Context: an optimization exercise on an open-source flow, tuned for small area. The choices shown serve that exercise and are no tape-out recipe.
Only simulation tests tie the RTL to the original design; equivalence was not proved.
Power is estimated from default activity; no workload was simulated.

==> inputs of run A <==
==> flow/design.v (excerpt) <==
module motor_ctrl_top #(
	parameter int                    NUM_MOTORS      = motor_pkg::DEF_NUM_MOTORS,
	parameter int                    TICK_CYCLES     = motor_pkg::DEF_TICK_CYCLES,
	parameter int                    DEBOUNCE_CYCLES = motor_pkg::DEF_DEBOUNCE_CYCLES,
	parameter logic [NUM_MOTORS-1:0] MIRROR_MASK     = motor_pkg::DEF_MIRROR_MASK
) (
	input  logic                  fpga_clk_50,
	input  logic                  hps_fpga_reset_n,
	input  logic [NUM_MOTORS-1:0] enc_a,
	input  logic [NUM_MOTORS-1:0] enc_b,
	input  logic                  sp_req,
	input  motor_pkg::motor_idx_t sp_motor,
	input  motor_pkg::speed_t     sp_value,
	output logic                  sp_ack,
	output logic [NUM_MOTORS-1:0] pwm,
	output logic [NUM_MOTORS-1:0] dir_a,
	output logic [NUM_MOTORS-1:0] dir_b,
	output logic [NUM_MOTORS*motor_pkg::SPEED_W-1:0] meas_speed    
);
clock: 12.0 ns
lec_check: 0
cap_margin: 20
core_margin: 2
core_utilization: 65
cts_buf_list: sky130_fd_sc_hd__clkbuf_16
cts_cluster_diameter: 100
cts_cluster_size: 28
slew_margin: 20
run.sh (not shown) runs the stock make flow with config.mk's settings and CLKGATE_MAP_FILE= SYNTH_SCRIPT=/design/flow/synth_recipe.tcl, a recipe that flattens the netlist after the stock synthesis.
==> inputs of run H, as changes to run A <==
--- a/flow/design.v
+++ b/flow/design.v
@@ -101,28 +101,28 @@
 	logic [1:0] sync_q2;
 	logic [1:0] filt;
 	logic [1:0] filt_prev;
 	logic [1:0] st [2];    
 	logic       step_up;
 	logic       step_dn;
 	always_ff @(posedge fpga_clk_50)
+		sync_q2 <= sync_q1;
+	always_ff @(posedge fpga_clk_50)
 	begin
 		if (!hps_fpga_reset_n)
 		begin
 			sync_q1   <= '0;
-			sync_q2   <= '0;
 			filt      <= '0;
 			filt_prev <= '0;
 			st[0]     <= '0;
 			st[1]     <= '0;
 		end
 		else
 		begin
 			sync_q1   <= {enc_a, enc_b};
-			sync_q2   <= sync_q1;
 			filt_prev <= filt;
 			for (int i = 0; i < 2; i++)
 			begin
 				if (sync_q2[i] != filt[i])
 				begin
 					st[i] <= st[i] + 1'b1;
 					if (st[i] == 2'd3)
@@ -217,20 +217,28 @@
 	logic                neg;
 	logic                sat;
 	logic [7:0]          low;
 	motor_pkg::duty_t    duty_next;
 	logic                fwd;
 	logic                rev;
 	logic                phase_q;       
+	logic                boot;          
 	always_ff @(posedge fpga_clk_50 or negedge hps_fpga_reset_n)
 	begin
 		if (!hps_fpga_reset_n)
+		begin
 			phase_q <= 1'b0;
+			boot    <= 1'b1;
+		end
 		else
+		begin
 			phase_q <= !phase_q;
+			if (tick_d)
+				boot <= 1'b0;
+		end
 	end
 	assign en     = tick || tick_d;
 	assign speed  = phase_q ? spd_b : win_a;
 	assign duty_a = duty1;
 	assign duty_b = duty0;
 	assign w0 = phase ? wr_a : wr_b;
 	assign w1 = phase ? wr_b : wr_a;
@@ -251,24 +259,26 @@
 		.a  ({pend0[15], pend0[15:11]}),
 		.up (c11 && speed[10]),
 		.dn (!c11 && !speed[10]),
 		.s  (err[16:11])
 	);
 	logic [16:0] sum_lo;
 	logic [17:0] cs;
-	rc_add #(.W (17)) u_int (.a (integ0[16:0]), .b (err), .ci (1'b0), .s (sum_lo), .c (cs));
+	logic [16:0] err_en;
+	assign err_en = en ? err : '0;
+	rc_add #(.W (17)) u_int (.a (integ0[16:0]), .b (err_en), .ci (1'b0), .s (sum_lo), .c (cs));
 	fast_updn #(.W (IW + 1 - 17)) u_int_hi (
 		.a  ({integ0[IW-1], integ0[IW-1:17]}),
-		.up (cs[17] && !err[16]),
-		.dn (!cs[17] && err[16]),
+		.up (cs[17] && !err_en[16]),
+		.dn (!cs[17] && err_en[16]),
 		.s  (integ_sum[IW:17])
 	);
 	assign integ_sum[16:0] = sum_lo;
 	assign ovf        = integ_sum[IW] ^ integ_sum[IW-1];
-	assign integ_next = ovf ? {integ_sum[IW], {(IW - 1){!integ_sum[IW]}}} : integ_sum[IW-1:0];
+	assign integ_next = boot ? '0 : ovf ? {integ_sum[IW], {(IW - 1){!integ_sum[IW]}}} : integ_sum[IW-1:0];
 	logic        big;
 	logic [16:0] x;
 	logic [16:0] y;
 	logic [16:0] z;
 	logic [16:0] ps;        
 	logic [16:0] pc;        
 	logic [7:0]  lo;
@@ -291,39 +301,38 @@
 	assign u_zero = cl[8] ? (&up0) : !(|up0);
 	assign u_ones = cl[8] ? ((&up0[8:1]) && !up0[0]) : (&up0);
 	assign lo_nz  = |lo;
 	rc_add #(.W (8)) u_neg (.a (~lo), .b ('0), .ci (1'b1), .s (lo_neg), .c (cn));
 	assign neg = big ? integ0[IW-1] : (up0[8] && !(cl[8] && (&up0)));
 	assign sat = big || !(u_zero || (u_ones && lo_nz));
 	assign low = neg ? lo_neg : lo;
-	assign duty_next = sat ? 8'hff : low;
-	assign rev       = neg;
-	assign fwd       = !neg && (sat || lo_nz);
+	assign duty_next = boot ? 8'h00 : sat ? 8'hff : low;
+	assign rev       = !boot && neg;
+	assign fwd       = !boot && !neg && (sat || lo_nz);
 	always_ff @(posedge fpga_clk_50)
 	begin
 		fwd_q <= fwd;
 		rev_q <= rev;
 	end
 	always_ff @(posedge fpga_clk_50)
 	begin
+		integ0 <= integ1;
+		integ1 <= integ_next;
+		duty0  <= duty1;
+		duty1  <= en ? duty_next : duty0;
+	end
+	always_ff @(posedge fpga_clk_50)
+	begin
 		if (!hps_fpga_reset_n)
 		begin
-			integ0 <= '0;
-			integ1 <= '0;
-			duty0  <= '0;
-			duty1  <= '0;
 			pend0  <= '0;
 			pend1  <= '0;
 		end
 		else
 		begin
-			integ0 <= integ1;
-			integ1 <= en ? integ_next : integ0;
-			duty0  <= duty1;
-			duty1  <= en ? duty_next : duty0;
 			pend0  <= w0 ? wdata : pend1;
 			pend1  <= w1 ? wdata : pend0;
 		end
 	end
 	always_ff @(posedge fpga_clk_50 or negedge hps_fpga_reset_n)
 	begin
 		if (!hps_fpga_reset_n)
@@ -338,39 +347,41 @@
 		end
 	end
 endmodule
 `timescale 1ns/1ps
 module pwm_generator (
 	input  logic             fpga_clk_50,
 	input  logic             hps_fpga_reset_n,
+	input  logic             run,      
 	input  motor_pkg::duty_t cnt,
 	input  motor_pkg::duty_t duty,
 	output logic             pwm
 );
-	motor_pkg::duty_t shadow;
-	always_ff @(posedge fpga_clk_50 or negedge hps_fpga_reset_n)
+	motor_pkg::duty_t shadow;    
+	logic             lt;
+	always_ff @(posedge fpga_clk_50)
 	begin
-		if (!hps_fpga_reset_n)
-			shadow <= '0;
-		else if (cnt == '1)
+		if (cnt == '1)
 			shadow <= duty;
 	end
-	rc_lt #(.W (motor_pkg::DUTY_W)) u_cmp (.a (cnt), .b (shadow), .lt (pwm));
+	rc_lt #(.W (motor_pkg::DUTY_W)) u_cmp (.a (cnt), .b (shadow), .lt (lt));
+	assign pwm = run && lt;
 endmodule
 `timescale 1ns/1ps
 module setpoint_scheduler #(
 	parameter int NUM_MOTORS = motor_pkg::DEF_NUM_MOTORS
 ) (
 	input  logic                  fpga_clk_50,
 	input  logic                  hps_fpga_reset_n,
 	input  logic                  sp_req,
 	input  motor_pkg::motor_idx_t sp_motor,
 	input  motor_pkg::speed_t     sp_value,
 	output logic                  sp_ack,
 	output motor_pkg::duty_t      pwm_cnt,
+	output logic                  pwm_run,   
 	output logic                  tick,      
 	output logic                  tick_d,    
 	output logic [NUM_MOTORS-1:0] wr,        
 	output motor_pkg::speed_t     wdata
 );
 	localparam int NP = NUM_MOTORS / 2;
 	logic [6:0]        tick_hi;
@@ -396,14 +407,21 @@
 			if (pwm_cnt[3:0] == 4'hf)
 				tick_hi <= (tick_hi == 7'd124) ? 7'd0 : tick_hi_inc;
 		end
 	end
 	always_ff @(posedge fpga_clk_50 or negedge hps_fpga_reset_n)
 	begin
 		if (!hps_fpga_reset_n)
+			pwm_run <= 1'b0;
+		else if (pwm_cnt == '1)
+			pwm_run <= 1'b1;
+	end
+	always_ff @(posedge fpga_clk_50 or negedge hps_fpga_reset_n)
+	begin
+		if (!hps_fpga_reset_n)
 		begin
 			tick   <= 1'b1;
 			tick_d <= 1'b0;
 		end
 		else
 		begin
 			tick   <= (tick_hi == 7'd124) && (pwm_cnt[3:0] == 4'hf);
@@ -464,28 +482,30 @@
 	localparam int SW = motor_pkg::SPEED_W;
 	localparam int WW = motor_pkg::WIN_W;
 	localparam int DW = motor_pkg::DUTY_W;
 	logic                        tick;
 	logic                        tick_d;
 	logic [NUM_MOTORS-1:0]       wr;
 	motor_pkg::duty_t            pwm_cnt;
+	logic                        pwm_run;
 	motor_pkg::speed_t           wdata;
 	logic [NUM_MOTORS*WW-1:0]    win;
 	logic [NUM_MOTORS*WW-1:0]    spd;
 	logic [NUM_MOTORS*DW-1:0]    duty;
 	setpoint_scheduler #(
 		.NUM_MOTORS (NUM_MOTORS)
 	) u_sched (
 		.fpga_clk_50      (fpga_clk_50),
 		.hps_fpga_reset_n (hps_fpga_reset_n),
 		.sp_req           (sp_req),
 		.sp_motor         (sp_motor),
 		.sp_value         (sp_value),
 		.sp_ack           (sp_ack),
 		.pwm_cnt          (pwm_cnt),
+		.pwm_run          (pwm_run),
 		.tick             (tick),
 		.tick_d           (tick_d),
 		.wr               (wr),
 		.wdata            (wdata)
 	);
 	for (genvar i = 0; i < NUM_MOTORS; i++)
 	begin : g_motor
@@ -506,14 +526,15 @@
 			.win              (win[i*WW +: WW]),
 			.spd              (spd[i*WW +: WW]),
 			.speed            (meas_speed[i*SW +: SW])
 		);
 		pwm_generator u_pwm (
 			.fpga_clk_50      (fpga_clk_50),
 			.hps_fpga_reset_n (hps_fpga_reset_n),
+			.run              (pwm_run),
 			.cnt              (pwm_cnt),
 			.duty             (duty[i*DW +: DW]),
 			.pwm              (pwm[i])
 		);
 	end
 	for (genvar p = 0; p < NP; p++)
 	begin : g_pair
==> flow/flow/run.sh (new file) <==
#!/bin/bash
# The standard layout (the standard.sh, standard synthesis unchanged), with
# the port buffers made of the smallest buffer cell instead of the default.
set -euo pipefail
export BUFFER_PORTS_ARGS="-buffer_cell sky130_fd_sc_hd__buf_1"
bash standard.sh "BUFFER_PORTS_ARGS=-buffer_cell sky130_fd_sc_hd__buf_1" finish > standard_flow.log 2>&1
==> flow/standard.sh (new file) <==
#!/bin/bash
# synth_recipe.tcl (not shown) runs the flow's synth.tcl, then flattens the netlist and writes it again
# the make line also repeats each setting of config.mk as NAME=value (left out here)
make -C /OpenROAD-flow-scripts/flow DESIGN_CONFIG=/design/flow/config.mk WORK_HOME=/design/flow/orfs CLKGATE_MAP_FILE= SYNTH_SCRIPT=/design/flow/synth_recipe.tcl "${@:-finish}"
CORE_UTILIZATION = 75   (was 65)
CTS_CLUSTER_SIZE = 26   (was 28)
removed: flow/run.sh
==> inputs of run D, as changes to run A <==
--- a/flow/design.v
+++ b/flow/design.v
@@ -100,15 +100,15 @@
 	logic [1:0] sync_q1;
 	logic [1:0] sync_q2;
 	logic [1:0] filt;
 	logic [1:0] filt_prev;
 	logic [1:0] st [2];    
 	logic       step_up;
 	logic       step_dn;
-	always_ff @(posedge fpga_clk_50)
+	always_ff @(posedge fpga_clk_50 or negedge hps_fpga_reset_n)
 	begin
 		if (!hps_fpga_reset_n)
 		begin
 			sync_q1   <= '0;
 			sync_q2   <= '0;
 			filt      <= '0;
 			filt_prev <= '0;
@@ -150,15 +150,15 @@
 	assign dn = MIRROR ? step_up : step_dn;
 	rc_add #(.W (motor_pkg::WIN_W)) u_cnt (
 		.a  (tick ? motor_pkg::win_t'(0) : win),
 		.b  ({motor_pkg::WIN_W{dn}}),
 		.ci (up),
 		.s  (win_next)
 	);
-	always_ff @(posedge fpga_clk_50)
+	always_ff @(posedge fpga_clk_50 or negedge hps_fpga_reset_n)
 	begin
 		if (!hps_fpga_reset_n)
 			win <= '0;
 		else
 			win <= win_next;
 	end
 endmodule
@@ -299,46 +299,40 @@
 	assign rev       = neg;
 	assign fwd       = !neg && (sat || lo_nz);
 	always_ff @(posedge fpga_clk_50)
 	begin
 		fwd_q <= fwd;
 		rev_q <= rev;
 	end
-	always_ff @(posedge fpga_clk_50)
+	always_ff @(posedge fpga_clk_50 or negedge hps_fpga_reset_n)
 	begin
 		if (!hps_fpga_reset_n)
 		begin
 			integ0 <= '0;
 			integ1 <= '0;
 			duty0  <= '0;
 			duty1  <= '0;
 			pend0  <= '0;
 			pend1  <= '0;
+			dir_a  <= '0;
+			dir_b  <= '0;
 		end
 		else
 		begin
 			integ0 <= integ1;
 			integ1 <= en ? integ_next : integ0;
 			duty0  <= duty1;
 			duty1  <= en ? duty_next : duty0;
 			pend0  <= w0 ? wdata : pend1;
 			pend1  <= w1 ? wdata : pend0;
-		end
-	end
-	always_ff @(posedge fpga_clk_50 or negedge hps_fpga_reset_n)
-	begin
-		if (!hps_fpga_reset_n)
-		begin
-			dir_a <= '0;
-			dir_b <= '0;
-		end
-		else if (tick_d)
-		begin
-			dir_a <= {fwd, fwd_q};
-			dir_b <= {rev, rev_q};
+			if (tick_d)
+			begin
+				dir_a <= {fwd, fwd_q};
+				dir_b <= {rev, rev_q};
+			end
 		end
 	end
 endmodule
 `timescale 1ns/1ps
 module pwm_generator (
 	input  logic             fpga_clk_50,
 	input  logic             hps_fpga_reset_n,
CTS_BUF_LIST = default   (was sky130_fd_sc_hd__clkbuf_16)
CTS_CLUSTER_DIAMETER = default   (was 100)
CTS_CLUSTER_SIZE = default   (was 28)
==> comparison <==
Run D ran to the end with no violations. Run A produced a clean layout. Run H completed with no timing, DRC or antenna violations. Setup slack: run A > run D > run H. Total power: run D > run H > run A. Of run A and run H, run A has the higher combinational power (gap about 17%, measured against run H). Between run D and run H, the lower via count is in run H (gap 7.6%, measured against run H). In run D the global-route usage is lower than in run H, by 2.2 points.
==> figures <==
| quantity | run A | run H | run D |
|---|---|---|---|
| Outcome | complete, no violations | complete, no violations | complete, no violations |
| Number of distinct standard cells referenced by the synthesized netlist | 81 | 76 | 79 |
| Seq cells post-synth | 599 | 601 | 599 |
| Finished Core Util | 71.3% | 80.2% | 73.8% |
| Share of synthesized registers carrying an async set or reset | 25.2% | 17.5% | 96.3% |
| R2R Path End | g_pair[1].u_reg.integ1[16] | g_pair[0].u_reg.integ1[18] | g_pair[2].u_reg.dir_b[1] |
| Combinational cell power | 151 uW | 129 uW | 2.68 mW |
| Post-Place Setup Slack | 1.61 ns | 0.860 ns | 1.09 ns |
| Tap cell count | 592 | 468 | 607 |
| Count of cells along the worst hold path | 1 | 0 | 0 |
| Count of sequential standard cells | 599 | 601 | 599 |

==> static timing again, ports no longer ideal <==
No port has a modelled driver above. Below, the same layouts with a new extraction and two added sets of constraints.
Step 1 assumes that a clkbuf_16 drives the clock port and a buf_2 every other input.
Step 2 times the ports against the registers' clock, not the clock port: input delays grow and output delays shrink by t, the midpoint of the rising clock arrivals with the driver on.
Slacks: ideal ports / drivers / drivers and shift; pairs: ideal ports / drivers.
run	shift t [ns]	setup slack, ns	worst setup path at the end
run A	0.647	1.538 / 1.538 / 1.538	register to register
run H	0.643	0.764 / 0.764 / 0.764	register to register
run D	0.677	1.000 / 1.000 / 1.000	register to register
After both steps setup and hold are still met in every run listed.
